Context: an optimization exercise on an open-source flow, tuned for small area, a short achievable clock period and few clock cycles. The choices shown serve that exercise and are no tape-out recipe. Power and IR drop assume default switching activity.

==> module mem_unit, before the edit <==
module mem_unit (
  input  logic                   clk_in,
  input  logic                   rst_in,
  input  logic                   rdy_in,
  input  logic                   fetch_en,
  input  mem_pkg::addr_t         fetch_addr,
  output logic                   fetch_done,
  output mem_pkg::word_t         fetch_data,
  input  logic                   load_en,
  input  mem_pkg::addr_t         load_addr,
  input  mem_pkg::size_t         load_size,
  output logic                   load_done,
  output mem_pkg::word_t         load_data,
  input  logic                   store_en,
  input  mem_pkg::addr_t         store_addr,
  input  mem_pkg::size_t         store_size,
  input  mem_pkg::word_t         store_data,
  output logic                   store_done,
  input  logic                   flush_in,
  input  logic                   io_buffer_full,
  input  mem_pkg::byte_t         mem_din,
  output mem_pkg::byte_t         mem_dout,
  output mem_pkg::addr_t         mem_a,
  output logic                   mem_wr
);
  logic        f_out;       
  logic        s_val;       
  logic [15:0] sw;
  logic [2:0]  fc;
  logic [31:0] fa;          
  logic        fdin;        
  logic        f_sub;       
  logic        d_busy;
  logic        d_wr;        
  logic        d_io;        
  logic [17:0] d_q;         
  logic [1:0]  d_idx;       
  logic [1:0]  d_last;      
  logic [31:0] sd;          
  logic        ldin;        
  logic        l_fin;       
  logic [1:0]  req_size, req_last;
  logic [17:0] req_addr;
  logic        stall;
  logic        n1, n2, n4;  
  logic        d_go;        
  logic        f_new;       
  logic        c_out;       
  logic        f_go0;       
  logic        f_done0;     
  logic [2:0]  fc0;
  logic [15:0] sw0;
  assign req_size = load_en ? load_size : store_size;
  assign req_last = req_size[1] ? 2'd3 : {1'b0, req_size[0]};
  assign req_addr = load_en ? load_addr[17:0] : store_addr[17:0];
  assign stall    = d_wr && d_io && io_buffer_full;
  assign d_go     = d_busy && !stall;
  assign c_out    = fetch_en || (f_out && !flush_in);
  assign f_go0    = !d_busy && !fc[2] && (c_out || s_val);
  assign f_done0  = c_out && (fc[2] || (f_go0 && fc == 3'd3));
  assign fc0      = f_done0 ? 3'd0 : fc + {2'd0, f_go0};
  assign sw0      = f_done0 ? sw + 16'd1 : sw;
  assign f_new    = fetch_en && !(s_val && fetch_addr[17:2] == sw);
  assign mem_a    = {14'd0, d_busy ? d_q : {sw, fc[1:0]}};
  assign mem_dout = sd[7:0];
  assign mem_wr   = rdy_in && d_wr && !(d_io && io_buffer_full);
  assign fetch_data = {f_sub ? mem_din : fa[31:24], fa[23:0]};
  assign n1 = (d_last == 2'd0);
  assign n2 = (d_last == 2'd1);
  assign n4 = d_last[1];
  assign load_data[7:0]   = ({8{n1}} & mem_din) | ({8{n2}} & sd[31:24]) | ({8{n4}} & sd[15:8]);
  assign load_data[15:8]  = ({8{n2}} & mem_din) | ({8{n4}} & sd[23:16]);
  assign load_data[23:16] = {8{n4}} & sd[31:24];
  assign load_data[31:24] = {8{n4}} & mem_din;
  always_ff @(posedge clk_in)
  begin
    if (fdin)
      fa[8*(fc[1:0] - 2'd1) +: 8] <= mem_din;
    if (rdy_in && store_en)
      sd <= store_data;
    else if ((ldin && !l_fin) || (rdy_in && d_go && d_wr))
      sd <= {mem_din, sd[31:8]};
  end
  always_ff @(posedge clk_in)
  begin
    if (rst_in)
    begin
      f_out      <= 1'b0;
      s_val      <= 1'b0;
      fc         <= 3'd0;
      fdin       <= 1'b0;
      f_sub      <= 1'b0;
      ldin       <= 1'b0;
      l_fin      <= 1'b0;
      d_busy     <= 1'b0;
      d_wr       <= 1'b0;
      fetch_done <= 1'b0;
      load_done  <= 1'b0;
      store_done <= 1'b0;
    end
    else if (!rdy_in)
    begin
      fdin  <= 1'b0;
      f_sub <= 1'b0;
      ldin  <= 1'b0;
      l_fin <= 1'b0;
      if (l_fin)
      begin
        d_busy    <= 1'b1;
        load_done <= 1'b0;
      end
    end
    else
    begin
      fetch_done <= 1'b0;
      load_done  <= 1'b0;
      store_done <= 1'b0;
      ldin       <= d_go && !d_wr;
      l_fin      <= 1'b0;
      if (load_en || store_en)
      begin
        d_busy <= 1'b1;
        d_wr   <= store_en;
        d_io   <= (req_addr[17:16] == mem_pkg::IO_SELECT);
        d_q    <= req_addr;
        d_idx  <= 2'd0;
        d_last <= req_last;
        store_done <= store_en && req_last == 2'd0 &&
                      (req_addr[17:16] != mem_pkg::IO_SELECT);
      end
      else if (d_go)
      begin
        if (d_idx == d_last)
        begin
          d_busy     <= 1'b0;
          d_wr       <= 1'b0;
          load_done  <= !d_wr;
          l_fin      <= !d_wr;
          store_done <= d_wr && d_io;
        end
        else
        begin
          d_q   <= d_q + 18'd1;
          d_idx <= d_idx + 2'd1;
          if (d_wr && !d_io && d_idx + 2'd1 == d_last)
            store_done <= 1'b1;  
        end
      end
      fdin       <= f_go0 && !f_new;
      f_sub      <= f_go0 && c_out && fc == 3'd3 && !f_new;
      fetch_done <= f_done0 && !f_new;
      f_out      <= f_new || (c_out && !f_done0);
      fc         <= f_new ? 3'd0 : (fetch_en && f_done0) ? 3'd4 : fc0;
      sw         <= fetch_en ? fetch_addr[17:2] : sw0;
      if (fetch_en)
        s_val <= 1'b1;
    end
  end
endmodule
export LEC_CHECK = 0
export CAP_MARGIN = 20
export CORE_MARGIN = 2
export CORE_UTILIZATION = 40
export SETUP_SLACK_MARGIN = 2.4
export SLEW_MARGIN = 20
create_clock -name core_clock -period 5.0 [get_ports {clk_in}]
standard.sh (not shown) runs the stock make flow with config.mk's settings and CLKGATE_MAP_FILE= SYNTH_SCRIPT=/design/flow/synth_recipe.tcl, a recipe that flattens the netlist after the stock synthesis.
==> flow/flow/run.sh <==
#!/bin/bash
# Standard layout, with the port buffers made of plain buf_1 cells
# (the default pick is the slower and larger clkdlybuf4s50_1); the
# resizer still sizes them up where timing or slew needs it.
set -euo pipefail
export BUFFER_PORTS_ARGS="-buffer_cell sky130_fd_sc_hd__buf_1"
bash standard.sh > flow_make.log 2>&1
The first run completed without violations.
==> next run, changes <==
--- a/flow/design.v
+++ b/flow/design.v
@@ -160,12 +160,12 @@
       end
       fdin       <= f_go0 && !f_new;
       f_sub      <= f_go0 && c_out && fc == 3'd3 && !f_new;
       fetch_done <= f_done0 && !f_new;
       f_out      <= f_new || (c_out && !f_done0);
-      fc         <= f_new ? 3'd0 : (fetch_en && f_done0) ? 3'd4 : fc0;
-      sw         <= fetch_en ? fetch_addr[17:2] : sw0;
+      fc         <= f_new ? 3'd0 : fc0;
+      sw         <= f_new ? fetch_addr[17:2] : sw0;
       if (fetch_en)
         s_val <= 1'b1;
     end
   end
 endmodule
- power is lower by 4.3%
- first-iteration DRC count is higher by about 8%
- non-clock buffer count is higher by 7
- routed wire length is higher by 2.8%
- sequential power barely changes
- global-route usage is about the same
- sequential cell count does not change
- utilization is lower by 0.54 points
- cell count barely changes
- via count is higher by 1.3%
- clock skew barely changes
Function was not checked in any run of this note: the RTL went through the layout flow alone.

## afterwards: timing with drivers on the ports
How much do the figures lean on ideal ports? The routed layouts below were timed once more, with nothing changed but the port constraints. Step 1, drivers: a clkbuf_16 drives clk_in and a buf_2 each remaining input, both assumed. Step 2 times the ports against the registers' clock, not the clock port: input delays grow and output delays shrink by t, the midpoint of the rising clock arrivals with the driver on. a / b / c = ideal ports / drivers / drivers and shift; a / b = the first two.
run	t, ns	slack for setup (ns)	cell pins on the clock port's net
the first run	0.453	2.398 / 2.371 / 2.233	1
the second run	0.451	2.405 / 2.381 / 2.000	1
After both steps setup and hold are still met in every run listed. For the second run, which loses most, drivers alone change the setup slack by -0.024 ns; drivers and shift together by -0.405 ns.
